Background: an optimization exercise with open tools, aiming at small area, a short achievable clock period and few clock cycles per item. Do not read the settings as production practice.
RTL that was checked went through simulation tests only; none was proved equivalent to the original.
For run 1, only the layout was checked, not whether the RTL still works.

==> flow/design.v, too long to show whole: its modules and the start of the top module <==
// module prefix_adder: 119 lines
// module sm_adder: 15 lines
// module mcm_lane: 53 lines
// module mcm_lane_ctrl: 56 lines
// module mcm_lane_rows: 114 lines
// module adder_tree: 1021 lines
// module csa_fa: 10 lines
// module csa_xnor: 7 lines
// module csa_or: 7 lines
// module csa_ha: 9 lines
// module req_ack_ctrl: 14 lines
// module mcm_dct_top: 32 lines
module mcm_dct_top (
    input  logic                                  clk,
    input  logic                                  rst_n,
    input  logic                                  req_i,
    input  logic [8*(16+1)-1:0]   samples_i,
    input  logic [8*(3+1)-1:0] codes_i,
    output logic                                  ack_o,
    output logic [32:0]                   result_o
);
  // ...
==> flow/flow/run.sh <==
#!/bin/bash
# Own layout flow: the standard ORFS flow (standard.sh, unchanged synthesis), with the
# ports buffered by a plain buffer cell instead of the default choice, and setup repair
# aimed at a larger slack than the clock period needs, so that repair works on this design's
# real critical paths. Each run's full output goes to a log file in the work folder.
set -euo pipefail
export BUFFER_PORTS_ARGS="-buffer_cell sky130_fd_sc_hd__buf_2"
export SETUP_SLACK_MARGIN="${FLOW_SETUP_MARGIN:-17}"
bash standard.sh synth > run_synth.log 2>&1
bash standard.sh > run_layout.log 2>&1
==> flow/standard.sh <==
#!/bin/bash
# synth_recipe.tcl (not shown) runs the flow's synth.tcl, then flattens the netlist and writes it again
# the make line also repeats each setting of config.mk as NAME=value (left out here)
make -C /OpenROAD-flow-scripts/flow DESIGN_CONFIG=/design/flow/config.mk WORK_HOME=/design/flow/orfs CLKGATE_MAP_FILE= SYNTH_SCRIPT=/design/flow/synth_recipe.tcl "${@:-finish}"
==> flow/config.mk <==
export PLATFORM = sky130hd
export DESIGN_NAME = mcm_dct_top
export DESIGN_NICKNAME = mcm_dct_top
export VERILOG_FILES = /design/flow/design.v
export SDC_FILE = /design/flow/constraint.sdc
export NUM_CORES = 4
export LEC_CHECK = 0
export CAP_MARGIN = 20
export CORE_MARGIN = 2
export CORE_UTILIZATION = 40
export SLEW_MARGIN = 20
export SYNTH_HIERARCHICAL = 1
==> flow/constraint.sdc <==
create_clock -name core_clock -period 26.0 [get_ports {clk}]
set_input_delay 5.2000 -clock core_clock [delete_from_list [all_inputs] [get_ports {clk}]]
set_output_delay 5.2000 -clock core_clock [all_outputs]
set_load 0.01 [all_outputs]
==> flow_summary.json, run 1 <==
{
  "status": "no timing/DRC/antenna violations",
  "slew_violations": 0,
  "dp_slack_ns": 15.36,
  "routedWlPerCell_um": 32.3,
  "post-route-cell-area_um2": 38700,
  "grt_util_met3_pct": 3.32,
  "crit_path_start_kind": "input port",
  "final-nonclk-buf-share_pct": 14.8,
  "final_common_cell": "mux2i_1",
  "grt_pass1_vias": 23500,
  "fill_cells": 6089,
  "seqCellArea_um2": 1730,
  "crit_fanout": 6,
  "grt_antenna_before_repair": 6,
  "dieArea_um2": 76400,
  "inverters_excl_clock": 55,
  "multiInputCombCellCount": 2020,
  "routed_wl_mm": 121,
  "met2_length_mm": 57.5,
  "hold_buffers": 0,
  "cp_cell_sequence": "buf_12 -> xnor2_4 -> buf_12 -> nor2_4 -> a211oi_4 -> buf_6 -> buf_12 -> buf_12 -> mux2i_2 -> fa_2 -> fa_2 -> fa_1 -> fa_2 -> fa_2 -> fa_2 -> fa_2",
  "use_met2_pct": 50.2
}
==> module mcm_lane, before the edit <==
module mcm_lane (
    input  logic [16:0]   sample_i,
    input  logic [3:0] code_i,
    output logic [91-1:0] pp_o
);
    logic s0, ga3, npa, nqa, np4, nq4, np6, nq6, np8, nq8, qa, q4, q6, q8, nq4c, nq6c, nq8c, ns0;
    mcm_lane_ctrl u_ctrl (
        .sign_i (sample_i[16]),
        .code_i (code_i),
        .s0_o (s0),
        .ga3_o (ga3),
        .npa_o (npa),
        .nqa_o (nqa),
        .np4_o (np4),
        .nq4_o (nq4),
        .np6_o (np6),
        .nq6_o (nq6),
        .np8_o (np8),
        .nq8_o (nq8),
        .qa_o (qa),
        .q4_o (q4),
        .q6_o (q6),
        .q8_o (q8),
        .nq4c_o (nq4c),
        .nq6c_o (nq6c),
        .nq8c_o (nq8c),
        .ns0_o (ns0)
    );
    mcm_lane_rows u_rows (
        .x_i   (sample_i[16-1:0]),
        .s0_i  (s0),
        .ga3_i (ga3),
        .npa_i (npa),
        .nqa_i (nqa),
        .np4_i (np4),
        .nq4_i (nq4),
        .np6_i (np6),
        .nq6_i (nq6),
        .np8_i (np8),
        .nq8_i (nq8),
        .row_o (pp_o[80:0])
    );
    assign pp_o[81] = s0;   
    assign pp_o[82] = qa;   
    assign pp_o[83] = q4;   
    assign pp_o[84] = q6;   
    assign pp_o[85] = q8;   
    assign pp_o[86] = ns0;   
    assign pp_o[87] = nqa;   
    assign pp_o[88] = nq4c;   
    assign pp_o[89] = nq6c;   
    assign pp_o[90] = nq8c;   
endmodule
==> module mcm_lane_ctrl, before the edit <==
module mcm_lane_ctrl (
    input  logic       sign_i,
    input  logic [3:0] code_i,
    output logic       s0_o,
    output logic       ga3_o,
    output logic       npa_o,
    output logic       nqa_o,
    output logic       np4_o,
    output logic       nq4_o,
    output logic       np6_o,
    output logic       nq6_o,
    output logic       np8_o,
    output logic       nq8_o,
    output logic       qa_o,
    output logic       q4_o,
    output logic       q6_o,
    output logic       q8_o,
    output logic       nq4c_o,
    output logic       nq6c_o,
    output logic       nq8c_o,
    output logic       ns0_o
);
    logic [2:0] idx;
    logic       t;
    logic       ga2, ga, g4, g6, g8, sa, s4, s6, s8, s0;
    assign idx = code_i[2:0];
    assign t   = sign_i ^ code_i[3];
    assign ga2 = ((idx == 3'd1) | (idx == 3'd2) | (idx == 3'd6) | (idx == 3'd7));
    assign ga3_o = ((idx == 3'd3));
    assign ga  = ga2 | ga3_o;
    assign g4  = ((idx == 3'd4) | (idx == 3'd5) | (idx == 3'd6));
    assign g6  = ((idx == 3'd5) | (idx == 3'd6));
    assign g8  = ((idx == 3'd6) | (idx == 3'd7));
    assign s0  = t ^ ((idx == 3'd1) | (idx == 3'd4) | (idx == 3'd7));
    assign sa  = t ^ ((idx == 3'd7));
    assign s4  = t ^ ((idx == 3'd5) | (idx == 3'd6));
    assign s6  = t ^ ((idx == 3'd6));
    assign s8  = t ^ 1'b0;
    assign s0_o  = s0;
    assign ns0_o = ~s0;
    assign npa_o = ~(ga & ~sa);
    assign nqa_o = ~(ga & sa);
    assign np4_o = ~(g4 & ~s4);
    assign nq4_o = ~(g4 & s4);
    assign np6_o = ~(g6 & ~s6);
    assign nq6_o = ~(g6 & s6);
    assign np8_o = ~(g8 & ~s8);
    assign nq8_o = ~(g8 & s8);
    assign qa_o   = ga & sa;
    assign q4_o   = g4 & s4;
    assign q6_o   = g6 & s6;
    assign q8_o   = g8 & s8;
    assign nq4c_o = ~q4_o;
    assign nq6c_o = ~q6_o;
    assign nq8c_o = ~q8_o;
endmodule
==> module mcm_lane_rows, before the edit <==
module mcm_lane_rows (
    input  logic [15:0] x_i,
    input  logic        s0_i,
    input  logic        ga3_i,
    input  logic        npa_i,
    input  logic        nqa_i,
    input  logic        np4_i,
    input  logic        nq4_i,
    input  logic        np6_i,
    input  logic        nq6_i,
    input  logic        np8_i,
    input  logic        nq8_i,
    output logic [80:0] row_o
);
    logic [16:0] xs;
    assign xs[0] = ~(ga3_i ? 1'b0 : x_i[0]);
    assign xs[1] = ~(ga3_i ? x_i[0] : x_i[1]);
    assign xs[2] = ~(ga3_i ? x_i[1] : x_i[2]);
    assign xs[3] = ~(ga3_i ? x_i[2] : x_i[3]);
    assign xs[4] = ~(ga3_i ? x_i[3] : x_i[4]);
    assign xs[5] = ~(ga3_i ? x_i[4] : x_i[5]);
    assign xs[6] = ~(ga3_i ? x_i[5] : x_i[6]);
    assign xs[7] = ~(ga3_i ? x_i[6] : x_i[7]);
    assign xs[8] = ~(ga3_i ? x_i[7] : x_i[8]);
    assign xs[9] = ~(ga3_i ? x_i[8] : x_i[9]);
    assign xs[10] = ~(ga3_i ? x_i[9] : x_i[10]);
    assign xs[11] = ~(ga3_i ? x_i[10] : x_i[11]);
    assign xs[12] = ~(ga3_i ? x_i[11] : x_i[12]);
    assign xs[13] = ~(ga3_i ? x_i[12] : x_i[13]);
    assign xs[14] = ~(ga3_i ? x_i[13] : x_i[14]);
    assign xs[15] = ~(ga3_i ? x_i[14] : x_i[15]);
    assign xs[16] = ~(ga3_i ? x_i[15] : 1'b0);
    assign row_o[0] = x_i[0] ^ s0_i;   
    assign row_o[1] = x_i[1] ^ s0_i;   
    assign row_o[2] = x_i[2] ^ s0_i;   
    assign row_o[3] = x_i[3] ^ s0_i;   
    assign row_o[4] = x_i[4] ^ s0_i;   
    assign row_o[5] = x_i[5] ^ s0_i;   
    assign row_o[6] = x_i[6] ^ s0_i;   
    assign row_o[7] = x_i[7] ^ s0_i;   
    assign row_o[8] = x_i[8] ^ s0_i;   
    assign row_o[9] = x_i[9] ^ s0_i;   
    assign row_o[10] = x_i[10] ^ s0_i;   
    assign row_o[11] = x_i[11] ^ s0_i;   
    assign row_o[12] = x_i[12] ^ s0_i;   
    assign row_o[13] = x_i[13] ^ s0_i;   
    assign row_o[14] = x_i[14] ^ s0_i;   
    assign row_o[15] = x_i[15] ^ s0_i;   
    assign row_o[16] = ~(xs[0] ? nqa_i : npa_i);   
    assign row_o[17] = ~(xs[1] ? nqa_i : npa_i);   
    assign row_o[18] = ~(xs[2] ? nqa_i : npa_i);   
    assign row_o[19] = ~(xs[3] ? nqa_i : npa_i);   
    assign row_o[20] = ~(xs[4] ? nqa_i : npa_i);   
    assign row_o[21] = ~(xs[5] ? nqa_i : npa_i);   
    assign row_o[22] = ~(xs[6] ? nqa_i : npa_i);   
    assign row_o[23] = ~(xs[7] ? nqa_i : npa_i);   
    assign row_o[24] = ~(xs[8] ? nqa_i : npa_i);   
    assign row_o[25] = ~(xs[9] ? nqa_i : npa_i);   
    assign row_o[26] = ~(xs[10] ? nqa_i : npa_i);   
    assign row_o[27] = ~(xs[11] ? nqa_i : npa_i);   
    assign row_o[28] = ~(xs[12] ? nqa_i : npa_i);   
    assign row_o[29] = ~(xs[13] ? nqa_i : npa_i);   
    assign row_o[30] = ~(xs[14] ? nqa_i : npa_i);   
    assign row_o[31] = ~(xs[15] ? nqa_i : npa_i);   
    assign row_o[32] = ~(xs[16] ? nqa_i : npa_i);   
    assign row_o[33] = ~(x_i[0] ? np4_i : nq4_i);   
    assign row_o[34] = ~(x_i[1] ? np4_i : nq4_i);   
    assign row_o[35] = ~(x_i[2] ? np4_i : nq4_i);   
    assign row_o[36] = ~(x_i[3] ? np4_i : nq4_i);   
    assign row_o[37] = ~(x_i[4] ? np4_i : nq4_i);   
    assign row_o[38] = ~(x_i[5] ? np4_i : nq4_i);   
    assign row_o[39] = ~(x_i[6] ? np4_i : nq4_i);   
    assign row_o[40] = ~(x_i[7] ? np4_i : nq4_i);   
    assign row_o[41] = ~(x_i[8] ? np4_i : nq4_i);   
    assign row_o[42] = ~(x_i[9] ? np4_i : nq4_i);   
    assign row_o[43] = ~(x_i[10] ? np4_i : nq4_i);   
    assign row_o[44] = ~(x_i[11] ? np4_i : nq4_i);   
    assign row_o[45] = ~(x_i[12] ? np4_i : nq4_i);   
    assign row_o[46] = ~(x_i[13] ? np4_i : nq4_i);   
    assign row_o[47] = ~(x_i[14] ? np4_i : nq4_i);   
    assign row_o[48] = ~(x_i[15] ? np4_i : nq4_i);   
    assign row_o[49] = ~(x_i[0] ? np6_i : nq6_i);   
    assign row_o[50] = ~(x_i[1] ? np6_i : nq6_i);   
    assign row_o[51] = ~(x_i[2] ? np6_i : nq6_i);   
    assign row_o[52] = ~(x_i[3] ? np6_i : nq6_i);   
    assign row_o[53] = ~(x_i[4] ? np6_i : nq6_i);   
    assign row_o[54] = ~(x_i[5] ? np6_i : nq6_i);   
    assign row_o[55] = ~(x_i[6] ? np6_i : nq6_i);   
    assign row_o[56] = ~(x_i[7] ? np6_i : nq6_i);   
    assign row_o[57] = ~(x_i[8] ? np6_i : nq6_i);   
    assign row_o[58] = ~(x_i[9] ? np6_i : nq6_i);   
    assign row_o[59] = ~(x_i[10] ? np6_i : nq6_i);   
    assign row_o[60] = ~(x_i[11] ? np6_i : nq6_i);   
    assign row_o[61] = ~(x_i[12] ? np6_i : nq6_i);   
    assign row_o[62] = ~(x_i[13] ? np6_i : nq6_i);   
    assign row_o[63] = ~(x_i[14] ? np6_i : nq6_i);   
    assign row_o[64] = ~(x_i[15] ? np6_i : nq6_i);   
    assign row_o[65] = ~(x_i[0] ? np8_i : nq8_i);   
    assign row_o[66] = ~(x_i[1] ? np8_i : nq8_i);   
    assign row_o[67] = ~(x_i[2] ? np8_i : nq8_i);   
    assign row_o[68] = ~(x_i[3] ? np8_i : nq8_i);   
    assign row_o[69] = ~(x_i[4] ? np8_i : nq8_i);   
    assign row_o[70] = ~(x_i[5] ? np8_i : nq8_i);   
    assign row_o[71] = ~(x_i[6] ? np8_i : nq8_i);   
    assign row_o[72] = ~(x_i[7] ? np8_i : nq8_i);   
    assign row_o[73] = ~(x_i[8] ? np8_i : nq8_i);   
    assign row_o[74] = ~(x_i[9] ? np8_i : nq8_i);   
    assign row_o[75] = ~(x_i[10] ? np8_i : nq8_i);   
    assign row_o[76] = ~(x_i[11] ? np8_i : nq8_i);   
    assign row_o[77] = ~(x_i[12] ? np8_i : nq8_i);   
    assign row_o[78] = ~(x_i[13] ? np8_i : nq8_i);   
    assign row_o[79] = ~(x_i[14] ? np8_i : nq8_i);   
    assign row_o[80] = ~(x_i[15] ? np8_i : nq8_i);   
endmodule
==> module mcm_dct_top, before the edit <==
module mcm_dct_top (
    input  logic                                  clk,
    input  logic                                  rst_n,
    input  logic                                  req_i,
    input  logic [8*(16+1)-1:0]   samples_i,
    input  logic [8*(3+1)-1:0] codes_i,
    output logic                                  ack_o,
    output logic [32:0]                   result_o
);
    localparam int in_w   = 16 + 1;
    localparam int code_w = 3 + 1;
    logic [8*91-1:0] pp;
    req_ack_ctrl u_ctrl (
        .clk   (clk),
        .rst_n (rst_n),
        .req_i (req_i),
        .ack_o (ack_o)
    );
    for (genvar i = 0; i < 8; i++)
    begin : g_lane
        mcm_lane u_lane (
            .sample_i (samples_i[i*in_w +: in_w]),
            .code_i   (codes_i[i*code_w +: code_w]),
            .pp_o     (pp[i*91 +: 91])
        );
    end
    adder_tree u_tree (
        .clk   (clk),
        .pp    (pp),
        .sum_o (result_o)
    );
endmodule
==> inputs of run 2 (changes only) <==
--- a/flow/design.v
+++ b/flow/design.v
@@ -137,45 +137,52 @@
 endmodule
 `default_nettype wire
 `default_nettype none
 module mcm_lane (
     input  logic [16:0]   sample_i,
     input  logic [3:0] code_i,
     output logic [91-1:0] pp_o
 );
-    logic s0, ga3, npa, nqa, np4, nq4, np6, nq6, np8, nq8, qa, q4, q6, q8, nq4c, nq6c, nq8c, ns0;
+    logic s0, ns0, pa2, qa2, pa3, qa3, nqa, np4, nq4, np6, nq6, np8, nq8, qa, q4, q6, q8, nq4c, nq6c, nq8c;
     mcm_lane_ctrl u_ctrl (
         .sign_i (sample_i[16]),
         .code_i (code_i),
         .s0_o (s0),
-        .ga3_o (ga3),
-        .npa_o (npa),
+        .ns0_o (ns0),
+        .pa2_o (pa2),
+        .qa2_o (qa2),
+        .pa3_o (pa3),
+        .qa3_o (qa3),
         .nqa_o (nqa),
         .np4_o (np4),
         .nq4_o (nq4),
         .np6_o (np6),
         .nq6_o (nq6),
         .np8_o (np8),
         .nq8_o (nq8),
         .qa_o (qa),
         .q4_o (q4),
         .q6_o (q6),
         .q8_o (q8),
         .nq4c_o (nq4c),
         .nq6c_o (nq6c),
-        .nq8c_o (nq8c),
-        .ns0_o (ns0)
+        .nq8c_o (nq8c)
     );
+    logic [15:0] xn;
+    assign xn = ~sample_i[16-1:0];
     mcm_lane_rows u_rows (
         .x_i   (sample_i[16-1:0]),
-        .s0_i  (s0),
-        .ga3_i (ga3),
-        .npa_i (npa),
-        .nqa_i (nqa),
+        .xn_i  (xn),
+        .s0_i (s0),
+        .ns0_i (ns0),
+        .pa2_i (pa2),
+        .qa2_i (qa2),
+        .pa3_i (pa3),
+        .qa3_i (qa3),
         .np4_i (np4),
         .nq4_i (nq4),
         .np6_i (np6),
         .nq6_i (nq6),
         .np8_i (np8),
         .nq8_i (nq8),
         .row_o (pp_o[80:0])
     );
@@ -190,53 +197,58 @@
     assign pp_o[89] = nq6c;   
     assign pp_o[90] = nq8c;   
 endmodule
 `default_nettype none
 module mcm_lane_ctrl (
     input  logic       sign_i,
     input  logic [3:0] code_i,
     output logic       s0_o,
-    output logic       ga3_o,
-    output logic       npa_o,
+    output logic       ns0_o,
+    output logic       pa2_o,
+    output logic       qa2_o,
+    output logic       pa3_o,
+    output logic       qa3_o,
     output logic       nqa_o,
     output logic       np4_o,
     output logic       nq4_o,
     output logic       np6_o,
     output logic       nq6_o,
     output logic       np8_o,
     output logic       nq8_o,
     output logic       qa_o,
     output logic       q4_o,
     output logic       q6_o,
     output logic       q8_o,
     output logic       nq4c_o,
     output logic       nq6c_o,
-    output logic       nq8c_o,
-    output logic       ns0_o
+    output logic       nq8c_o
 );
     logic [2:0] idx;
     logic       t;
-    logic       ga2, ga, g4, g6, g8, sa, s4, s6, s8, s0;
+    logic       ga2, ga3, ga, g4, g6, g8, sa, s4, s6, s8, s0;
     assign idx = code_i[2:0];
     assign t   = sign_i ^ code_i[3];
     assign ga2 = ((idx == 3'd1) | (idx == 3'd2) | (idx == 3'd6) | (idx == 3'd7));
-    assign ga3_o = ((idx == 3'd3));
-    assign ga  = ga2 | ga3_o;
+    assign ga3 = ((idx == 3'd3));
+    assign ga  = ga2 | ga3;
     assign g4  = ((idx == 3'd4) | (idx == 3'd5) | (idx == 3'd6));
     assign g6  = ((idx == 3'd5) | (idx == 3'd6));
     assign g8  = ((idx == 3'd6) | (idx == 3'd7));
     assign s0  = t ^ ((idx == 3'd1) | (idx == 3'd4) | (idx == 3'd7));
     assign sa  = t ^ ((idx == 3'd7));
     assign s4  = t ^ ((idx == 3'd5) | (idx == 3'd6));
     assign s6  = t ^ ((idx == 3'd6));
     assign s8  = t ^ 1'b0;
     assign s0_o  = s0;
     assign ns0_o = ~s0;
-    assign npa_o = ~(ga & ~sa);
+    assign pa2_o = ga2 & ~sa;
+    assign qa2_o = ga2 & sa;
+    assign pa3_o = ga3 & ~sa;
+    assign qa3_o = ga3 & sa;
     assign nqa_o = ~(ga & sa);
     assign np4_o = ~(g4 & ~s4);
     assign nq4_o = ~(g4 & s4);
     assign np6_o = ~(g6 & ~s6);
     assign nq6_o = ~(g6 & s6);
     assign np8_o = ~(g8 & ~s8);
     assign nq8_o = ~(g8 & s8);
     assign qa_o   = ga & sa;
@@ -245,132 +257,118 @@
     assign q8_o   = g8 & s8;
     assign nq4c_o = ~q4_o;
     assign nq6c_o = ~q6_o;
     assign nq8c_o = ~q8_o;
 endmodule
 `default_nettype none
 module mcm_lane_rows (
     input  logic [15:0] x_i,
+    input  logic [15:0] xn_i,
     input  logic        s0_i,
-    input  logic        ga3_i,
-    input  logic        npa_i,
-    input  logic        nqa_i,
+    input  logic        ns0_i,
+    input  logic        pa2_i,
+    input  logic        qa2_i,
+    input  logic        pa3_i,
+    input  logic        qa3_i,
     input  logic        np4_i,
     input  logic        nq4_i,
     input  logic        np6_i,
     input  logic        nq6_i,
     input  logic        np8_i,
     input  logic        nq8_i,
     output logic [80:0] row_o
 );
-    logic [16:0] xs;
-    assign xs[0] = ~(ga3_i ? 1'b0 : x_i[0]);
-    assign xs[1] = ~(ga3_i ? x_i[0] : x_i[1]);
-    assign xs[2] = ~(ga3_i ? x_i[1] : x_i[2]);
-    assign xs[3] = ~(ga3_i ? x_i[2] : x_i[3]);
-    assign xs[4] = ~(ga3_i ? x_i[3] : x_i[4]);
-    assign xs[5] = ~(ga3_i ? x_i[4] : x_i[5]);
-    assign xs[6] = ~(ga3_i ? x_i[5] : x_i[6]);
-    assign xs[7] = ~(ga3_i ? x_i[6] : x_i[7]);
-    assign xs[8] = ~(ga3_i ? x_i[7] : x_i[8]);
-    assign xs[9] = ~(ga3_i ? x_i[8] : x_i[9]);
-    assign xs[10] = ~(ga3_i ? x_i[9] : x_i[10]);
-    assign xs[11] = ~(ga3_i ? x_i[10] : x_i[11]);
-    assign xs[12] = ~(ga3_i ? x_i[11] : x_i[12]);
-    assign xs[13] = ~(ga3_i ? x_i[12] : x_i[13]);
-    assign xs[14] = ~(ga3_i ? x_i[13] : x_i[14]);
-    assign xs[15] = ~(ga3_i ? x_i[14] : x_i[15]);
-    assign xs[16] = ~(ga3_i ? x_i[15] : 1'b0);
-    assign row_o[0] = x_i[0] ^ s0_i;   
-    assign row_o[1] = x_i[1] ^ s0_i;   
-    assign row_o[2] = x_i[2] ^ s0_i;   
-    assign row_o[3] = x_i[3] ^ s0_i;   
-    assign row_o[4] = x_i[4] ^ s0_i;   
-    assign row_o[5] = x_i[5] ^ s0_i;   
-    assign row_o[6] = x_i[6] ^ s0_i;   
-    assign row_o[7] = x_i[7] ^ s0_i;   
-    assign row_o[8] = x_i[8] ^ s0_i;   
-    assign row_o[9] = x_i[9] ^ s0_i;   
-    assign row_o[10] = x_i[10] ^ s0_i;   
-    assign row_o[11] = x_i[11] ^ s0_i;   
-    assign row_o[12] = x_i[12] ^ s0_i;   
-    assign row_o[13] = x_i[13] ^ s0_i;   
-    assign row_o[14] = x_i[14] ^ s0_i;   
-    assign row_o[15] = x_i[15] ^ s0_i;   
-    assign row_o[16] = ~(xs[0] ? nqa_i : npa_i);   
-    assign row_o[17] = ~(xs[1] ? nqa_i : npa_i);   
-    assign row_o[18] = ~(xs[2] ? nqa_i : npa_i);   
-    assign row_o[19] = ~(xs[3] ? nqa_i : npa_i);   
-    assign row_o[20] = ~(xs[4] ? nqa_i : npa_i);   
-    assign row_o[21] = ~(xs[5] ? nqa_i : npa_i);   
-    assign row_o[22] = ~(xs[6] ? nqa_i : npa_i);   
-    assign row_o[23] = ~(xs[7] ? nqa_i : npa_i);   
-    assign row_o[24] = ~(xs[8] ? nqa_i : npa_i);   
-    assign row_o[25] = ~(xs[9] ? nqa_i : npa_i);   
-    assign row_o[26] = ~(xs[10] ? nqa_i : npa_i);   
-    assign row_o[27] = ~(xs[11] ? nqa_i : npa_i);   
-    assign row_o[28] = ~(xs[12] ? nqa_i : npa_i);   
-    assign row_o[29] = ~(xs[13] ? nqa_i : npa_i);   
-    assign row_o[30] = ~(xs[14] ? nqa_i : npa_i);   
-    assign row_o[31] = ~(xs[15] ? nqa_i : npa_i);   
-    assign row_o[32] = ~(xs[16] ? nqa_i : npa_i);   
-    assign row_o[33] = ~(x_i[0] ? np4_i : nq4_i);   
-    assign row_o[34] = ~(x_i[1] ? np4_i : nq4_i);   
-    assign row_o[35] = ~(x_i[2] ? np4_i : nq4_i);   
-    assign row_o[36] = ~(x_i[3] ? np4_i : nq4_i);   
-    assign row_o[37] = ~(x_i[4] ? np4_i : nq4_i);   
-    assign row_o[38] = ~(x_i[5] ? np4_i : nq4_i);   
-    assign row_o[39] = ~(x_i[6] ? np4_i : nq4_i);   
-    assign row_o[40] = ~(x_i[7] ? np4_i : nq4_i);   
-    assign row_o[41] = ~(x_i[8] ? np4_i : nq4_i);   
-    assign row_o[42] = ~(x_i[9] ? np4_i : nq4_i);   
-    assign row_o[43] = ~(x_i[10] ? np4_i : nq4_i);   
-    assign row_o[44] = ~(x_i[11] ? np4_i : nq4_i);   
-    assign row_o[45] = ~(x_i[12] ? np4_i : nq4_i);   
-    assign row_o[46] = ~(x_i[13] ? np4_i : nq4_i);   
-    assign row_o[47] = ~(x_i[14] ? np4_i : nq4_i);   
-    assign row_o[48] = ~(x_i[15] ? np4_i : nq4_i);   
-    assign row_o[49] = ~(x_i[0] ? np6_i : nq6_i);   
-    assign row_o[50] = ~(x_i[1] ? np6_i : nq6_i);   
-    assign row_o[51] = ~(x_i[2] ? np6_i : nq6_i);   
-    assign row_o[52] = ~(x_i[3] ? np6_i : nq6_i);   
-    assign row_o[53] = ~(x_i[4] ? np6_i : nq6_i);   
-    assign row_o[54] = ~(x_i[5] ? np6_i : nq6_i);   
-    assign row_o[55] = ~(x_i[6] ? np6_i : nq6_i);   
-    assign row_o[56] = ~(x_i[7] ? np6_i : nq6_i);   
-    assign row_o[57] = ~(x_i[8] ? np6_i : nq6_i);   
-    assign row_o[58] = ~(x_i[9] ? np6_i : nq6_i);   
-    assign row_o[59] = ~(x_i[10] ? np6_i : nq6_i);   
-    assign row_o[60] = ~(x_i[11] ? np6_i : nq6_i);   
-    assign row_o[61] = ~(x_i[12] ? np6_i : nq6_i);   
-    assign row_o[62] = ~(x_i[13] ? np6_i : nq6_i);   
-    assign row_o[63] = ~(x_i[14] ? np6_i : nq6_i);   
-    assign row_o[64] = ~(x_i[15] ? np6_i : nq6_i);   
-    assign row_o[65] = ~(x_i[0] ? np8_i : nq8_i);   
-    assign row_o[66] = ~(x_i[1] ? np8_i : nq8_i);   
-    assign row_o[67] = ~(x_i[2] ? np8_i : nq8_i);   
-    assign row_o[68] = ~(x_i[3] ? np8_i : nq8_i);   
-    assign row_o[69] = ~(x_i[4] ? np8_i : nq8_i);   
-    assign row_o[70] = ~(x_i[5] ? np8_i : nq8_i);   
-    assign row_o[71] = ~(x_i[6] ? np8_i : nq8_i);   
-    assign row_o[72] = ~(x_i[7] ? np8_i : nq8_i);   
-    assign row_o[73] = ~(x_i[8] ? np8_i : nq8_i);   
-    assign row_o[74] = ~(x_i[9] ? np8_i : nq8_i);   
-    assign row_o[75] = ~(x_i[10] ? np8_i : nq8_i);   
-    assign row_o[76] = ~(x_i[11] ? np8_i : nq8_i);   
-    assign row_o[77] = ~(x_i[12] ? np8_i : nq8_i);   
-    assign row_o[78] = ~(x_i[13] ? np8_i : nq8_i);   
-    assign row_o[79] = ~(x_i[14] ? np8_i : nq8_i);   
-    assign row_o[80] = ~(x_i[15] ? np8_i : nq8_i);   
+    assign row_o[0] = ~((x_i[0] & s0_i) | (xn_i[0] & ns0_i));   
+    assign row_o[1] = ~((x_i[1] & s0_i) | (xn_i[1] & ns0_i));   
+    assign row_o[2] = ~((x_i[2] & s0_i) | (xn_i[2] & ns0_i));   
+    assign row_o[3] = ~((x_i[3] & s0_i) | (xn_i[3] & ns0_i));   
+    assign row_o[4] = ~((x_i[4] & s0_i) | (xn_i[4] & ns0_i));   
+    assign row_o[5] = ~((x_i[5] & s0_i) | (xn_i[5] & ns0_i));   
+    assign row_o[6] = ~((x_i[6] & s0_i) | (xn_i[6] & ns0_i));   
+    assign row_o[7] = ~((x_i[7] & s0_i) | (xn_i[7] & ns0_i));   
+    assign row_o[8] = ~((x_i[8] & s0_i) | (xn_i[8] & ns0_i));   
+    assign row_o[9] = ~((x_i[9] & s0_i) | (xn_i[9] & ns0_i));   
+    assign row_o[10] = ~((x_i[10] & s0_i) | (xn_i[10] & ns0_i));   
+    assign row_o[11] = ~((x_i[11] & s0_i) | (xn_i[11] & ns0_i));   
+    assign row_o[12] = ~((x_i[12] & s0_i) | (xn_i[12] & ns0_i));   
+    assign row_o[13] = ~((x_i[13] & s0_i) | (xn_i[13] & ns0_i));   
+    assign row_o[14] = ~((x_i[14] & s0_i) | (xn_i[14] & ns0_i));   
+    assign row_o[15] = ~((x_i[15] & s0_i) | (xn_i[15] & ns0_i));   
+    assign row_o[16] = ~(~((x_i[0] & pa2_i) | (xn_i[0] & qa2_i)) & ~qa3_i);   
+    assign row_o[17] = ~(~((x_i[1] & pa2_i) | (xn_i[1] & qa2_i)) & ~((x_i[0] & pa3_i) | (xn_i[0] & qa3_i)));   
+    assign row_o[18] = ~(~((x_i[2] & pa2_i) | (xn_i[2] & qa2_i)) & ~((x_i[1] & pa3_i) | (xn_i[1] & qa3_i)));   
+    assign row_o[19] = ~(~((x_i[3] & pa2_i) | (xn_i[3] & qa2_i)) & ~((x_i[2] & pa3_i) | (xn_i[2] & qa3_i)));   
+    assign row_o[20] = ~(~((x_i[4] & pa2_i) | (xn_i[4] & qa2_i)) & ~((x_i[3] & pa3_i) | (xn_i[3] & qa3_i)));   
+    assign row_o[21] = ~(~((x_i[5] & pa2_i) | (xn_i[5] & qa2_i)) & ~((x_i[4] & pa3_i) | (xn_i[4] & qa3_i)));   
+    assign row_o[22] = ~(~((x_i[6] & pa2_i) | (xn_i[6] & qa2_i)) & ~((x_i[5] & pa3_i) | (xn_i[5] & qa3_i)));   
+    assign row_o[23] = ~(~((x_i[7] & pa2_i) | (xn_i[7] & qa2_i)) & ~((x_i[6] & pa3_i) | (xn_i[6] & qa3_i)));   
+    assign row_o[24] = ~(~((x_i[8] & pa2_i) | (xn_i[8] & qa2_i)) & ~((x_i[7] & pa3_i) | (xn_i[7] & qa3_i)));   
+    assign row_o[25] = ~(~((x_i[9] & pa2_i) | (xn_i[9] & qa2_i)) & ~((x_i[8] & pa3_i) | (xn_i[8] & qa3_i)));   
+    assign row_o[26] = ~(~((x_i[10] & pa2_i) | (xn_i[10] & qa2_i)) & ~((x_i[9] & pa3_i) | (xn_i[9] & qa3_i)));   
+    assign row_o[27] = ~(~((x_i[11] & pa2_i) | (xn_i[11] & qa2_i)) & ~((x_i[10] & pa3_i) | (xn_i[10] & qa3_i)));   
+    assign row_o[28] = ~(~((x_i[12] & pa2_i) | (xn_i[12] & qa2_i)) & ~((x_i[11] & pa3_i) | (xn_i[11] & qa3_i)));   
+    assign row_o[29] = ~(~((x_i[13] & pa2_i) | (xn_i[13] & qa2_i)) & ~((x_i[12] & pa3_i) | (xn_i[12] & qa3_i)));   
+    assign row_o[30] = ~(~((x_i[14] & pa2_i) | (xn_i[14] & qa2_i)) & ~((x_i[13] & pa3_i) | (xn_i[13] & qa3_i)));   
+    assign row_o[31] = ~(~((x_i[15] & pa2_i) | (xn_i[15] & qa2_i)) & ~((x_i[14] & pa3_i) | (xn_i[14] & qa3_i)));   
+    assign row_o[32] = ~(~qa2_i & ~((x_i[15] & pa3_i) | (xn_i[15] & qa3_i)));   
+    assign row_o[33] = ~((x_i[0] & np4_i) | (xn_i[0] & nq4_i));   
+    assign row_o[34] = ~((x_i[1] & np4_i) | (xn_i[1] & nq4_i));   
+    assign row_o[35] = ~((x_i[2] & np4_i) | (xn_i[2] & nq4_i));   
+    assign row_o[36] = ~((x_i[3] & np4_i) | (xn_i[3] & nq4_i));   
+    assign row_o[37] = ~((x_i[4] & np4_i) | (xn_i[4] & nq4_i));   
+    assign row_o[38] = ~((x_i[5] & np4_i) | (xn_i[5] & nq4_i));   
+    assign row_o[39] = ~((x_i[6] & np4_i) | (xn_i[6] & nq4_i));   
+    assign row_o[40] = ~((x_i[7] & np4_i) | (xn_i[7] & nq4_i));   
+    assign row_o[41] = ~((x_i[8] & np4_i) | (xn_i[8] & nq4_i));   
+    assign row_o[42] = ~((x_i[9] & np4_i) | (xn_i[9] & nq4_i));   
+    assign row_o[43] = ~((x_i[10] & np4_i) | (xn_i[10] & nq4_i));   
+    assign row_o[44] = ~((x_i[11] & np4_i) | (xn_i[11] & nq4_i));   
+    assign row_o[45] = ~((x_i[12] & np4_i) | (xn_i[12] & nq4_i));   
+    assign row_o[46] = ~((x_i[13] & np4_i) | (xn_i[13] & nq4_i));   
+    assign row_o[47] = ~((x_i[14] & np4_i) | (xn_i[14] & nq4_i));   
+    assign row_o[48] = ~((x_i[15] & np4_i) | (xn_i[15] & nq4_i));   
+    assign row_o[49] = ~((x_i[0] & np6_i) | (xn_i[0] & nq6_i));   
+    assign row_o[50] = ~((x_i[1] & np6_i) | (xn_i[1] & nq6_i));   
+    assign row_o[51] = ~((x_i[2] & np6_i) | (xn_i[2] & nq6_i));   
+    assign row_o[52] = ~((x_i[3] & np6_i) | (xn_i[3] & nq6_i));   
+    assign row_o[53] = ~((x_i[4] & np6_i) | (xn_i[4] & nq6_i));   
+    assign row_o[54] = ~((x_i[5] & np6_i) | (xn_i[5] & nq6_i));   
+    assign row_o[55] = ~((x_i[6] & np6_i) | (xn_i[6] & nq6_i));   
+    assign row_o[56] = ~((x_i[7] & np6_i) | (xn_i[7] & nq6_i));   
+    assign row_o[57] = ~((x_i[8] & np6_i) | (xn_i[8] & nq6_i));   
+    assign row_o[58] = ~((x_i[9] & np6_i) | (xn_i[9] & nq6_i));   
+    assign row_o[59] = ~((x_i[10] & np6_i) | (xn_i[10] & nq6_i));   
+    assign row_o[60] = ~((x_i[11] & np6_i) | (xn_i[11] & nq6_i));   
+    assign row_o[61] = ~((x_i[12] & np6_i) | (xn_i[12] & nq6_i));   
+    assign row_o[62] = ~((x_i[13] & np6_i) | (xn_i[13] & nq6_i));   
+    assign row_o[63] = ~((x_i[14] & np6_i) | (xn_i[14] & nq6_i));   
+    assign row_o[64] = ~((x_i[15] & np6_i) | (xn_i[15] & nq6_i));   
+    assign row_o[65] = ~((x_i[0] & np8_i) | (xn_i[0] & nq8_i));   
+    assign row_o[66] = ~((x_i[1] & np8_i) | (xn_i[1] & nq8_i));   
+    assign row_o[67] = ~((x_i[2] & np8_i) | (xn_i[2] & nq8_i));   
+    assign row_o[68] = ~((x_i[3] & np8_i) | (xn_i[3] & nq8_i));   
+    assign row_o[69] = ~((x_i[4] & np8_i) | (xn_i[4] & nq8_i));   
+    assign row_o[70] = ~((x_i[5] & np8_i) | (xn_i[5] & nq8_i));   
+    assign row_o[71] = ~((x_i[6] & np8_i) | (xn_i[6] & nq8_i));   
+    assign row_o[72] = ~((x_i[7] & np8_i) | (xn_i[7] & nq8_i));   
+    assign row_o[73] = ~((x_i[8] & np8_i) | (xn_i[8] & nq8_i));   
+    assign row_o[74] = ~((x_i[9] & np8_i) | (xn_i[9] & nq8_i));   
+    assign row_o[75] = ~((x_i[10] & np8_i) | (xn_i[10] & nq8_i));   
+    assign row_o[76] = ~((x_i[11] & np8_i) | (xn_i[11] & nq8_i));   
+    assign row_o[77] = ~((x_i[12] & np8_i) | (xn_i[12] & nq8_i));   
+    assign row_o[78] = ~((x_i[13] & np8_i) | (xn_i[13] & nq8_i));   
+    assign row_o[79] = ~((x_i[14] & np8_i) | (xn_i[14] & nq8_i));   
+    assign row_o[80] = ~((x_i[15] & np8_i) | (xn_i[15] & nq8_i));   
 endmodule
 `default_nettype wire
 `default_nettype none
 module adder_tree (
     input  logic                clk,
+    input  logic                load_i,
     input  logic [727:0]        pp,
     output logic [32:0] sum_o
 );
     logic s752, c752, s755, c755, s758, c758, s761, c761, s764, c764, s767, c767;
     logic s770, c770, s773, c773, s776, c776, s779, c779, s782, c782, s785, c785;
     logic s788, c788, s791, c791, s794, c794, s797, c797, s800, c800, s803, c803;
     logic s806, c806, s809, c809, s812, c812, s815, c815, s818, c818, s821, c821;
     logic s824, c824, s827, c827, s830, c830, s833, c833, s836, c836, s839, c839;
@@ -1262,17 +1260,18 @@
     assign cut_d[79] = c2732;
     assign cut_d[80] = s2744;
     assign cut_d[81] = c2735;
     assign cut_d[82] = c2738;
     assign cut_d[83] = c2741;
     assign cut_d[84] = c2744;
     always_ff @(posedge clk)
     begin
-        cut_q <= cut_d;
+        if (load_i)
+            cut_q <= cut_d;
     end
     csa_ha u_s2833 (.a_i(cut_q[0]), .b_i(cut_q[1]), .s_o(s2833), .c_o(c2833));
     csa_fa u_s2836 (.a_i(cut_q[3]), .b_i(cut_q[4]), .c_i(cut_q[5]), .s_o(s2836), .c_o(c2836));
     csa_ha u_s2839 (.a_i(cut_q[6]), .b_i(c2833), .s_o(s2839), .c_o(c2839));
     csa_fa u_s2842 (.a_i(cut_q[7]), .b_i(cut_q[8]), .c_i(cut_q[9]), .s_o(s2842), .c_o(c2842));
     csa_ha u_s2845 (.a_i(c2836), .b_i(c2839), .s_o(s2845), .c_o(c2845));
     csa_fa u_s2848 (.a_i(cut_q[10]), .b_i(cut_q[11]), .c_i(cut_q[12]), .s_o(s2848), .c_o(c2848));
     csa_ha u_s2851 (.a_i(c2842), .b_i(s2848), .s_o(s2851), .c_o(c2851));
@@ -1458,14 +1457,15 @@
     begin : g_lane
         mcm_lane u_lane (
             .sample_i (samples_i[i*in_w +: in_w]),
             .code_i   (codes_i[i*code_w +: code_w]),
             .pp_o     (pp[i*91 +: 91])
         );
     end
     adder_tree u_tree (
-        .clk   (clk),
-        .pp    (pp),
-        .sum_o (result_o)
+        .clk    (clk),
+        .load_i (~ack_o),
+        .pp     (pp),
+        .sum_o  (result_o)
     );
 endmodule
 `default_nettype wire
==> flow/flow/run.sh (replaced) <==
#!/bin/bash
# Own layout flow: the standard ORFS flow (standard.sh, unchanged synthesis), with the
# ports buffered by a plain buffer cell instead of the default choice, and setup repair
# aimed at a larger slack than the clock period needs, so that repair works on this design's
# real critical paths. Each run's full output goes to a log file in the work folder.
set -euo pipefail
export BUFFER_PORTS_ARGS="-buffer_cell sky130_fd_sc_hd__buf_2"
export SETUP_SLACK_MARGIN="${FLOW_SETUP_MARGIN:-15}"
bash standard.sh synth > run_synth.log 2>&1
bash standard.sh > run_layout.log 2>&1
==> run 2 against run 1 <==
Count of clock-buffer cells in the layout unchanged; final area decreased by 21%; synthesized area increased by 1.0%; worst hold slack got worse by 3.8 ns; wire length increased by 8.1%; die area increased by 1.0%; critical path type unchanged; critical path depth decreased by 5.
==> flow_summary.json, run 2 <==
{
  "grt_pass1_wl_mm": 184,
  "post-route-period-util_pct": 41.6,
  "final_common_cell": "a22oi_1",
  "cts_setup_buffers": 0,
  "fin_tns_setup_ns": 0,
  "die_y_um": 278,
  "cp.arrival_ns": 10.96,
  "ant_nets": 0,
  "synth_area_per_cell_um2": 10.8,
  "area_growth_pct": 1.73,
  "crit_path_start_kind": "input port",
  "use_met2_pct": 52.4,
  "gp_congestion": 1.04,
  "vias": 24700,
  "core_um2": 74300,
  "routedWlPerCell_um": 35.4,
  "hold_class": "reg -> reg",
  "grt.overflow.total": 0,
  "top_register": "u_tree.cut_q",
  "end_kind": "flip-flop",
  "drive_above_1_share_pct": 12.3,
  "status": "no timing/DRC/antenna violations",
  "viasPerCell": 6.72,
  "fmax_mhz": 92.4,
  "path_class": "in -> reg",
  "fin_cells": 3677,
  "io-pin-count": 205,
  "die_x_um": 278,
  "slew_violations": 0,
  "tritoncts": "done",
  "grt_util_met3_pct": 5.74,
  "clock_latency_ns": 0.39,
  "io_buffers": 199,
  "critical_path_required_ns": 26.13,
  "clock_skew_ns": 0.0204,
  "clkSinkCount": 86,
  "nNetsFinal": 3591,
  "slew_headroom_pct": 23.8,
  "drt_iter0_drc": 3640,
  "path_clk_slew_ns": 0.08,
  "start_util_pct": 40.3,
  "cts_max_level": 3,
  "largest_registers": "u_tree.cut_q x85, u_ctrl.ack_o x1",
  "rows": 100,
  "syn_area_um2": 30000,
  "worst_pin_slew_ns": 1.14,
  "period_needed_ns": 10.82,
  "hold_viol": 0,
  "routed_wl_mm": 130,
  "track_usage_pct": 33.6,
  "rsz0062_at_grt": "no",
  "cap_violations": 0,
  "setup_viol": 0,
  "gr-max-usage-layer": "met2",
  "largest_register_ffs": 85,
  "hold_buffers": 0,
  "grt_pass1_vias": 25100,
  "dp_cells": 3654,
  "root_buffer": "clkbuf_16",
  "grt_start_max_net_pins": 72,
  "ys.warnings.count": 8,
  "crit_fanout": 16,
  "grt_antenna_before_repair": 5,
  "first_pass_iters": 7,
  "synthCells": 2780,
  "clock_path_buffers": 2,
  "final_cell_mix": "752 x a22oi_1, 672 x fa_1, 199 x buf_2, 183 x inv_1, 145 x nand2_1",
  "dp_hpwl_mm": 112,
  "dieArea_um2": 77200,
  "route.detailed.drc": 0,
  "cts_buffers": 9,
  "use_met1_pct": 43.1
}
-- run 2: layout make-up --
cell class | instances | area [um^2]
multi-input cells | 2149 | 24200
fillers | 7212 | 43800
clock buffers | 9 | 225
inverters | 184 | 692
diodes | 6 | 15.0
clock inverters | 7 | 96.3
repair buffers | 267 | 1530
well taps | 969 | 1210
flip-flops and latches | 86 | 2580
-- run 2: worst paths after layout --
kind	slack [ns]	to	start	cells after the start
worst max-delay path	15.18	u_tree.cut_q[39]$_DFFE_PP_	codes_i[15]	11
worst min-delay path	0.79	u_tree.cut_q[5]$_DFFE_PP_	u_ctrl.ack_o$_DFF_PN0_	1
worst max register to register	24.25	u_tree.cut_q[76]$_DFFE_PP_	u_ctrl.ack_o$_DFF_PN0_	3
worst min register to register	0.79	u_tree.cut_q[5]$_DFFE_PP_	u_ctrl.ack_o$_DFF_PN0_	1
max in group asynchronous	21.35	u_ctrl.ack_o$_DFF_PN0_	rst_n	1
min in group asynchronous	4.57	u_ctrl.ack_o$_DFF_PN0_	rst_n	1
-- run 2: metal layers --
layer	vias up	routed length, um
met4	2	11100
li1	9647	-
met3	367	11800
met1	12800	48000
met2	1854	59400
met5	-	14
-- run 2: metrics by stage --
step	utilization [%]	cell area [um^2]	hold slack (ns)	setup slack (ns)
floorplan	-	30000	1.78	16.05
global placement	40.5	30100	0.764	14.62
detailed placement	40.5	30100	0.791	14.84
CTS	40.9	30400	0.813	15.25
global route	41.0	30500	0.840	15.03
finish	41.0	30500	0.790	15.18
-- run 2: timing repair --
action | in CTS | in global routing
endpoints found under the hold margin | 0 | 0
setup endpoints to repair | 2 | 1
gates resized for setup | 1 | 2
gates cloned | 0 | 0
-- run 2: critical path: stages --
cell	delay (ns)
buf_2	0.14
xnor2_1	0.73
nand3_1	0.85
a22oi_1	0.47
fa_1	0.54
fa_1	0.58
fa_1	0.52
fa_1	0.60
fa_1	0.47
fa_1	0.40
fa_1	0.44
Testbench counts of run 2, summed over its fixed seeds: cycles 4,096, items 2,048.
==> inputs of run 3 (changes only) <==
--- a/flow/flow/run.sh
+++ b/flow/flow/run.sh
@@ -5,6 +5,6 @@
 # real critical paths. Each run's full output goes to a log file in the work folder.
 set -euo pipefail
 export BUFFER_PORTS_ARGS="-buffer_cell sky130_fd_sc_hd__buf_2"
-export SETUP_SLACK_MARGIN="${FLOW_SETUP_MARGIN:-15}"
+export SETUP_SLACK_MARGIN="${FLOW_SETUP_MARGIN:-16.5}"
 bash standard.sh synth > run_synth.log 2>&1
 bash standard.sh > run_layout.log 2>&1
==> run 3 against run 2 <==
Still clean on timing, DRC and antenna; final area grew 17%; sequential cell count unchanged; utilization increased by 7.1 points; register-to-register slack got worse by 0.33 ns; largest cell class unchanged.
==> flow_summary.json, run 3 <==
{
  "tritoncts": "done",
  "area_growth_pct": 19.3,
  "grt_antenna_before_repair": 6,
  "syn_area_um2": 30000,
  "rsz0062_at_grt": "yes",
  "status": "no timing/DRC/antenna violations",
  "routedWlPerCell_um": 35.8,
  "rows": 100,
  "post-route-period-util_pct": 37.7,
  "route.detailed.drc": 0,
  "synth_area_per_cell_um2": 10.8,
  "slowest_delay_ns": 0.64,
  "hold-worst-slack_ns": 1.19,
  "drt_iter0_drc": 3664,
  "multi_input_area_um2": 27100,
  "worst_pin_slew_ns": 0.994,
  "routed_wl_mm": 138,
  "critical_path_required_ns": 20.80,
  "nNetsFinal": 3775,
  "track_usage_pct": 35.4,
  "die_y_um": 278,
  "hold_viol": 0,
  "slew_headroom_pct": 33.7,
  "seqCellArea_um2": 2580,
  "die_x_um": 278,
  "root_buffer": "clkbuf_16",
  "cap_violations": 0,
  "critPathTopFamily": "compound AO/OA/AOI/OAI gates",
  "grt_start_max_net_pins": 57,
  "timing.rr.start": "u_ctrl.ack_o$_DFF_PN0_",
  "whs_path_depth": 1,
  "dp_hpwl_mm": 112,
  "gp_congestion": 1.02,
  "rrSetupSlack_ns": 23.92,
  "cp_cell_sequence": "fa_2 -> ha_4 -> ha_4 -> a211o_1 -> a2111oi_4 -> o211ai_4 -> a211oi_4 -> nor2_4 -> xnor2_4 -> buf_12 -> buf_12 -> buf_16 -> mux2i_2 -> xnor2_1 -> buf_2",
  "dieArea_um2": 77200,
  "setup_viol": 0,
  "start_util_pct": 40.3,
  "setup_slack_ns": 16.21,
  "slew_violations": 0,
  "clock_latency_ns": 0.39,
  "cts_buffers": 9,
  "cp.arrival_ns": 4.59,
  "final_cell_mix": "603 x a22oi_1, 341 x fa_1, 331 x fa_2, 183 x inv_1, 175 x buf_4",
  "io_buffers": 199,
  "clock_path_buffers": 2,
  "first_pass_iters": 6,
  "period_needed_ns": 9.79,
  "path_clk_slew_ns": 0.08,
  "whs_endpoint": "u_tree.cut_q[50]$_DFFE_PP_",
  "vias": 26000,
  "placed_area_um2": 31100,
  "post-route-cell-area_um2": 35800,
  "hold_class": "reg -> reg",
  "end_kind": "output pin",
  "dp_slack_ns": 14.79,
  "fill_cells": 6746,
  "fmax_mhz": 102,
  "ys.warnings.count": 8,
  "path_class": "reg -> out",
  "top_register": "u_tree.cut_q",
  "grt.overflow.total": 0,
  "largest_register_ffs": 85,
  "clkSinkCount": 86,
  "drive_above_1_share_pct": 39.6,
  "crit_path_start_kind": "flip-flop",
  "fin_tns_setup_ns": 0,
  "largest_registers": "u_tree.cut_q x85, u_ctrl.ack_o x1",
  "viasPerCell": 6.73,
  "synthCells": 2780,
  "grt_pass1_wl_mm": 194,
  "core_um2": 74300,
  "reg2regPathDepth": 2,
  "io-pin-count": 205,
  "ant_nets": 0,
  "worst-path-buf-inv": 4,
  "final_common_cell": "a22oi_1",
  "fin_cells": 3864,
  "dp_cells": 3646,
  "slowest_stage": "fa_2",
  "rr_endpoint": "u_tree.cut_q[61]$_DFFE_PP_",
  "crit_fanout": 7,
  "grt_pass1_vias": 26400,
  "clock_skew_ns": 0.0155,
  "worstHoldStart": "u_ctrl.ack_o$_DFF_PN0_",
  "cts_max_level": 3,
  "fin_util_pct": 48.1
}
run 3: final cells by class:
type                    count  share of cell area, %
clock inverters             6                  0.192
inverters                 184                   1.93
clock buffers              10                  0.640
well taps                 969                   3.39
diodes                      9                 0.0630
repair buffers            447                   10.7
flip-flops and latches     86                   7.21
multi-input cells        2153                   75.8
run 3: worst max-delay path by stage:
stage,depth (start not counted),slack [ns],startpoint,end
final,15,16.21,u_tree.cut_q[52]$_DFFE_PP_,result_o[23]
after global routing,15,16.18,u_tree.cut_q[56]$_DFFE_PP_,result_o[22]
after CTS,15,16.29,u_tree.cut_q[52]$_DFFE_PP_,result_o[1]
after detailed placement,12,14.79,codes_i[7],u_tree.cut_q[51]$_DFFE_PP_
after global placement,12,14.84,codes_i[3],u_tree.cut_q[51]$_DFFE_PP_
after floorplan,14,16.28,codes_i[27],u_tree.cut_q[42]$_DFFE_PP_
run 3: worst register-to-register path, cell delays in order (launching register included):
cell and delay (ns):
dfrtp_1 0.40, clkinv_2 0.49, buf_4 0.77
run 3: what timing repair did:
| item | 4_1_cts | 5_1_grt |
|---|---|---|
| cloned | 11 | 3 |
| hold buffers | 0 | 0 |
| setup buffers | 139 | 40 |
| pin swaps | 195 | 154 |
| resized for setup | 430 | 164 |
| endpoints found under the setup margin | 89 | 64 |
| hold endpoints to repair | 0 | 0 |
run 3: per-layer routing:
layer | vias up | wire [um] | share of wire, % | GRT usage, %
met5 | - | 13 | 0.0094 | 0
li1 | 10100 | - | - | -
met2 | 1897 | 62800 | 45 | 55.6
met3 | 433 | 11900 | 8.6 | 6.12
met1 | 13600 | 51000 | 37 | 44.7
met4 | 2 | 12500 | 9.1 | 24.3
==> inputs of run 4 (changes only) <==
--- a/flow/flow/run.sh
+++ b/flow/flow/run.sh
@@ -5,6 +5,6 @@
 # real critical paths. Each run's full output goes to a log file in the work folder.
 set -euo pipefail
 export BUFFER_PORTS_ARGS="-buffer_cell sky130_fd_sc_hd__buf_2"
-export SETUP_SLACK_MARGIN="${FLOW_SETUP_MARGIN:-16.5}"
+export SETUP_SLACK_MARGIN="${FLOW_SETUP_MARGIN:-16}"
 bash standard.sh synth > run_synth.log 2>&1
 bash standard.sh > run_layout.log 2>&1
--- a/flow/config.mk
+++ b/flow/config.mk
@@ -7,6 +7,7 @@
 export LEC_CHECK = 0
 export CAP_MARGIN = 20
 export CORE_MARGIN = 2
-export CORE_UTILIZATION = 40
+export CORE_UTILIZATION = 65
+export PLACE_DENSITY = 0.75
 export SLEW_MARGIN = 20
 export SYNTH_HIERARCHICAL = 1
==> run 4 against run 3 <==
Critical path type is now in -> reg; sequential cell count did not move; clock skew shrank 0.0051 ns; sequential share of layout area rose by 1.0 points; still clean on timing, DRC and antenna; cell count decreased by 13%; via count increased by 1.7%.
==> flow_summary.json, run 4 <==
{
  "status": "no timing/DRC/antenna violations",
  "slew_headroom_pct": 21.8,
  "core_um2": 45500,
  "die_y_um": 219,
  "grt_antenna_before_repair": 11,
  "clock_latency_ns": 0.39,
  "nNetsFinal": 3658,
  "tritoncts": "done",
  "crit_fanout": 5,
  "dp_hpwl_mm": 102,
  "route.detailed.drc": 0,
  "placed_area_um2": 29600,
  "setup_viol": 0,
  "clkSinkCount": 86,
  "period_needed_ns": 9.98,
  "cap_violations": 0,
  "drt_iter0_drc": 5364,
  "routed_wl_mm": 127,
  "io-pin-count": 205,
  "worst_pin_slew_ns": 1.17,
  "cts_max_level": 3,
  "fmax_mhz": 100,
  "clock_skew_ns": 0.0104,
  "drive_above_1_share_pct": 18.3,
  "grt.overflow.total": 0,
  "synth_area_per_cell_um2": 10.8,
  "ys.warnings.count": 8,
  "critical_path_required_ns": 26.12,
  "largest_registers": "u_tree.cut_q x85, u_ctrl.ack_o x1",
  "synthCells": 2780,
  "track_usage_pct": 52.6,
  "grt_pass1_wl_mm": 175,
  "gp_congestion": 1.07,
  "hold_viol": 0,
  "cts_buffers": 9,
  "clock_path_buffers": 2,
  "grt_pass1_vias": 25900,
  "rsz0062_at_grt": "yes",
  "final_cell_mix": "741 x a22oi_1, 617 x fa_1, 186 x buf_2, 183 x inv_1, 143 x nand2_1",
  "post-route-period-util_pct": 38.4,
  "end_kind": "flip-flop",
  "final_common_cell": "a22oi_1",
  "hold_buffers": 0,
  "first_pass_iters": 22,
  "largest_register_ffs": 85,
  "io_buffers": 199,
  "hold_class": "reg -> reg",
  "dieArea_um2": 47900,
  "rows": 78,
  "routedWlPerCell_um": 37.5,
  "die_x_um": 219,
  "start_util_pct": 65.9,
  "grt_start_max_net_pins": 47,
  "syn_area_um2": 30000,
  "fin_tns_setup_ns": 0,
  "ant_nets": 0,
  "cp.arrival_ns": 10.11,
  "vias": 26400,
  "path_clk_slew_ns": 0.06,
  "crit_path_start_kind": "input port",
  "path_class": "in -> reg",
  "area_growth_pct": 4.52,
  "root_buffer": "clkbuf_16",
  "viasPerCell": 7.83,
  "post-route-cell-area_um2": 31300,
  "slew_violations": 0,
  "top_register": "u_tree.cut_q"
}
## run 4: path summary, 6_finish.rpt
| check | startpoint | end | slack (ns) | depth (start not counted) |
|---|---|---|---|---|
| setup / recovery | samples_i[50] | u_tree.cut_q[51]$_DFFE_PP_ | 16.02 | 14 |
| hold / removal | u_ctrl.ack_o$_DFF_PN0_ | u_tree.cut_q[2]$_DFFE_PP_ | 1.15 | 1 |
| setup reg to reg | u_ctrl.ack_o$_DFF_PN0_ | u_tree.cut_q[69]$_DFFE_PP_ | 24.03 | 2 |
| hold reg to reg | u_ctrl.ack_o$_DFF_PN0_ | u_tree.cut_q[2]$_DFFE_PP_ | 1.15 | 1 |
| max in group asynchronous | rst_n | u_ctrl.ack_o$_DFF_PN0_ | 21.33 | 1 |
| min in group asynchronous | rst_n | u_ctrl.ack_o$_DFF_PN0_ | 4.59 | 1 |
## run 4: metal layers
metal	GRT usage (%)	wire length [um]	up-vias
li1	-	-	9826
met1	62.5	39500	12800
met2	75.7	51900	2868
met3	21.3	20300	889
met4	41.7	14700	12
met5	0	95	-
## run 4: stage by stage
| step | hold WS (ns) | utilization (%) | cells | setup WS [ns] |
|---|---|---|---|---|
| after floorplan | 1.78 | - | 2784 | 16.05 |
| after global placement | 1.12 | 65.0 | 3282 | 14.92 |
| after detailed placement | 1.13 | 65.1 | 3283 | 14.90 |
| after CTS | 1.15 | 66.7 | 3306 | 15.99 |
| after global routing | 1.21 | 68.9 | 3370 | 15.93 |
| final | 1.15 | 68.9 | 3376 | 16.02 |
## run 4: layout make-up
type                       instances  area [um^2]
timing repair buffer             329         2150
fill                            3342        14100
antenna                            7         17.5
tap                              600          751
clock buffer                      11          233
clock inverter                     5         43.8
sequential                        86         2580
inverter                         184          692
multi-input combinational       2154        24900
## run 4: critical path: stages
cell and delay (ns):
buf_6 0.12, xor2_4 0.26, buf_6 0.15, nor3_4 0.06, or3_2 0.57, a22oi_1 0.25
nand2_1 0.12, fa_2 0.43, fa_1 0.46, fa_1 0.64, fa_2 0.50, fa_1 0.45
fa_1 0.45, fa_1 0.43
## run 4: what timing repair did
item,4_1_cts,5_1_grt
cloned,0,5
endpoints found under the setup margin,49,50
buffers inserted,7,58
pin swaps,3,38
resized for setup,51,133
==> inputs of run 5 (changes only) <==
--- a/flow/flow/run.sh
+++ b/flow/flow/run.sh
@@ -4,7 +4,7 @@
 # aimed at a larger slack than the clock period needs, so that repair works on this design's
 # real critical paths. Each run's full output goes to a log file in the work folder.
 set -euo pipefail
-export BUFFER_PORTS_ARGS="-buffer_cell sky130_fd_sc_hd__buf_2"
+export BUFFER_PORTS_ARGS="-buffer_cell sky130_fd_sc_hd__buf_1"
 export SETUP_SLACK_MARGIN="${FLOW_SETUP_MARGIN:-16}"
 bash standard.sh synth > run_synth.log 2>&1
 bash standard.sh > run_layout.log 2>&1
--- a/flow/config.mk
+++ b/flow/config.mk
@@ -7,7 +7,6 @@
 export LEC_CHECK = 0
 export CAP_MARGIN = 20
 export CORE_MARGIN = 2
-export CORE_UTILIZATION = 65
-export PLACE_DENSITY = 0.75
+export CORE_UTILIZATION = 40
 export SLEW_MARGIN = 20
 export SYNTH_HIERARCHICAL = 1
==> run 5 against run 4 <==
Still clean; first-iteration DRC count fell by 29%; non-clock buffer count rose by 19; maximum frequency rose by 0.12%; worst hold slack got worse by 0.26 ns; register-to-register slack improved by 0.06 ns; cell count rose by 11%; sequential cell count did not move; highest routed layer unchanged.
==> flow_summary.json, run 5 <==
{
  "status": "no timing/DRC/antenna violations",
  "clock_skew_ns": 0.0124,
  "final_common_cell": "a22oi_1",
  "dp_hpwl_mm": 114,
  "start_util_pct": 40.3,
  "nNetsFinal": 3675,
  "dp_slack_ns": 14.83,
  "die_x_um": 278,
  "fin_tns_setup_ns": 0,
  "hold_viol": 0,
  "synthCells": 2780,
  "ys.warnings.count": 8,
  "drive_above_1_share_pct": 13.1,
  "grt.overflow.total": 0,
  "grt_start_max_net_pins": 62,
  "grt_antenna_before_repair": 9,
  "grt_util_met3_pct": 6.30,
  "dieArea_um2": 77200,
  "rsz0062_at_grt": "yes",
  "worst_pin_slew_ns": 0.925,
  "critical_path_required_ns": 26.12,
  "die_y_um": 278,
  "cts_max_level": 3,
  "rrSetupSlack_ns": 24.09,
  "syn_area_um2": 30000,
  "gp_congestion": 1.06,
  "viasPerCell": 6.72,
  "ant_nets": 0,
  "track_usage_pct": 34.5,
  "drt_iter0_drc": 3815,
  "crit_path_start_kind": "input port",
  "cp.arrival_ns": 10.09,
  "final_cell_mix": "747 x a22oi_1, 649 x fa_1, 183 x inv_1, 145 x nand2_1, 139 x buf_1",
  "largest_register_ffs": 85,
  "cts_buffers": 9,
  "routed_wl_mm": 137,
  "hold_class": "reg -> reg",
  "whs_path_depth": 1,
  "end_kind": "flip-flop",
  "first_pass_iters": 9,
  "reg2regPathDepth": 2,
  "largest_registers": "u_tree.cut_q x85, u_ctrl.ack_o x1",
  "fill_cells": 7060,
  "timing.rr.start": "u_ctrl.ack_o$_DFF_PN0_",
  "top_register": "u_tree.cut_q",
  "use_met1_pct": 43.7,
  "use_met2_pct": 54.1,
  "path_clk_slew_ns": 0.08,
  "crit_start": "samples_i[67]",
  "rows": 100,
  "placed_area_um2": 29900,
  "route.detailed.drc": 0,
  "tritoncts": "done",
  "root_buffer": "clkbuf_16",
  "multi_input_area_um2": 24900,
  "post-route-period-util_pct": 38.3,
  "setup_slack_ns": 16.03,
  "io_buffers": 199,
  "whs_endpoint": "u_tree.cut_q[16]$_DFFE_PP_",
  "routedWlPerCell_um": 36.3,
  "post-route-cell-area_um2": 31900,
  "slew_violations": 0,
  "io-pin-count": 205,
  "grt_pass1_wl_mm": 188,
  "setup_viol": 0,
  "hold-worst-slack_ns": 0.895,
  "clock_latency_ns": 0.39,
  "cap_violations": 0,
  "clkSinkCount": 86,
  "gr-max-usage-layer": "met2",
  "worstHoldStart": "u_ctrl.ack_o$_DFF_PN0_",
  "grt_pass1_vias": 25100,
  "core_um2": 74300,
  "fmax_mhz": 100,
  "rr_endpoint": "u_tree.cut_q[84]$_DFFE_PP_",
  "area_growth_pct": 6.36,
  "vias": 25300,
  "synth_area_per_cell_um2": 10.8,
  "path_class": "in -> reg",
  "crit_fanout": 16,
  "period_needed_ns": 9.97,
  "seqCellArea_um2": 2580,
  "slew_headroom_pct": 38.3,
  "clock_path_buffers": 2
}
run 5: layout make-up:
cell class,instances,share of cell area [%]
multi-input cells,2152,78.2
clock buffers,9,0.706
repair buffers,348,6.70
clock inverters,7,0.322
well taps,969,3.80
diodes,7,0.0549
inverters,184,2.17
flip-flops and latches,86,8.08
run 5: worst max-delay path by stage:
stage / slack [ns] / depth (start not counted) / endpoint
after global placement: 14.91 / 11 / u_tree.cut_q[54]$_DFFE_PP_
after detailed placement: 14.83 / 11 / u_tree.cut_q[36]$_DFFE_PP_
after CTS: 16.00 / 13 / u_tree.cut_q[45]$_DFFE_PP_
after floorplan: 16.05 / 14 / u_tree.cut_q[39]$_DFFE_PP_
final: 16.03 / 14 / u_tree.cut_q[41]$_DFFE_PP_
after global routing: 15.92 / 13 / u_tree.cut_q[33]$_DFFE_PP_
run 5: timing repair:
item,CTS,global route
pin swaps,15,38
setup endpoints to repair,75,52
gates resized for setup,100,135
hold buffers,0,0
gates cloned,2,4
setup buffers,26,46
run 5: routing by layer:
metal,vias up,routed length (um)
met2,1979,61900
met1,13000,49600
met5,-,23
met3,434,13100
li1,9856,-
met4,4,11900
run 5: stage by stage:
step,instances,utilization [%]
6_report,3762,42.9
3_3_place_gp,3661,40.2
4_1_cts,3705,41.7
3_5_place_dp,3661,40.2
2_1_floorplan,2784,-
5_1_grt,3758,42.9
run 5: critical path, cell delays in order:
cell and delay, ns:
clkbuf_4 0.17, xnor2_4 0.29, buf_4 0.21, a211oi_1 0.05
a31oi_1 0.23, buf_6 0.26, a22oi_1 0.15, fa_1 0.58
fa_1 0.53, fa_1 0.50, fa_1 0.61, fa_1 0.45
fa_1 0.41, fa_1 0.44

==> static timing again, ports no longer ideal <==
Ports are ideal in the flow. The routed layouts listed here were re-timed in OpenROAD. Step 1 (the two cells are an assumption about what drives the block):
set clk [get_ports {clk}]
set_driving_cell -lib_cell sky130_fd_sc_hd__clkbuf_16 $clk
set_driving_cell -lib_cell sky130_fd_sc_hd__buf_2 [delete_from_list [all_inputs] $clk]
Step 2 times the ports against the registers' clock, not the clock port: input delays grow and output delays shrink by t, the midpoint of the rising clock arrivals with the driver on. Slacks: ideal / step 1 / step 2; pairs: ideal / step 1.
run | t (ns) | setup WS [ns] | worst setup path after step 2
run 1 | 0.432 | 16.497 / 16.511 / 16.079 | input to register
run 2 | 0.447 | 15.177 / 15.224 / 14.777 | input to register
run 3 | 0.446 | 16.206 / 16.141 / 15.869 | input to register
run 4 | 0.443 | 16.018 / 16.020 / 15.597 | input to register
run 5 | 0.453 | 16.029 / 15.997 / 15.621 | input to register
After both steps every run listed still meets setup and hold. For run 4, which loses most, drivers alone change the setup slack by +0.002 ns; drivers and shift together by -0.421 ns.
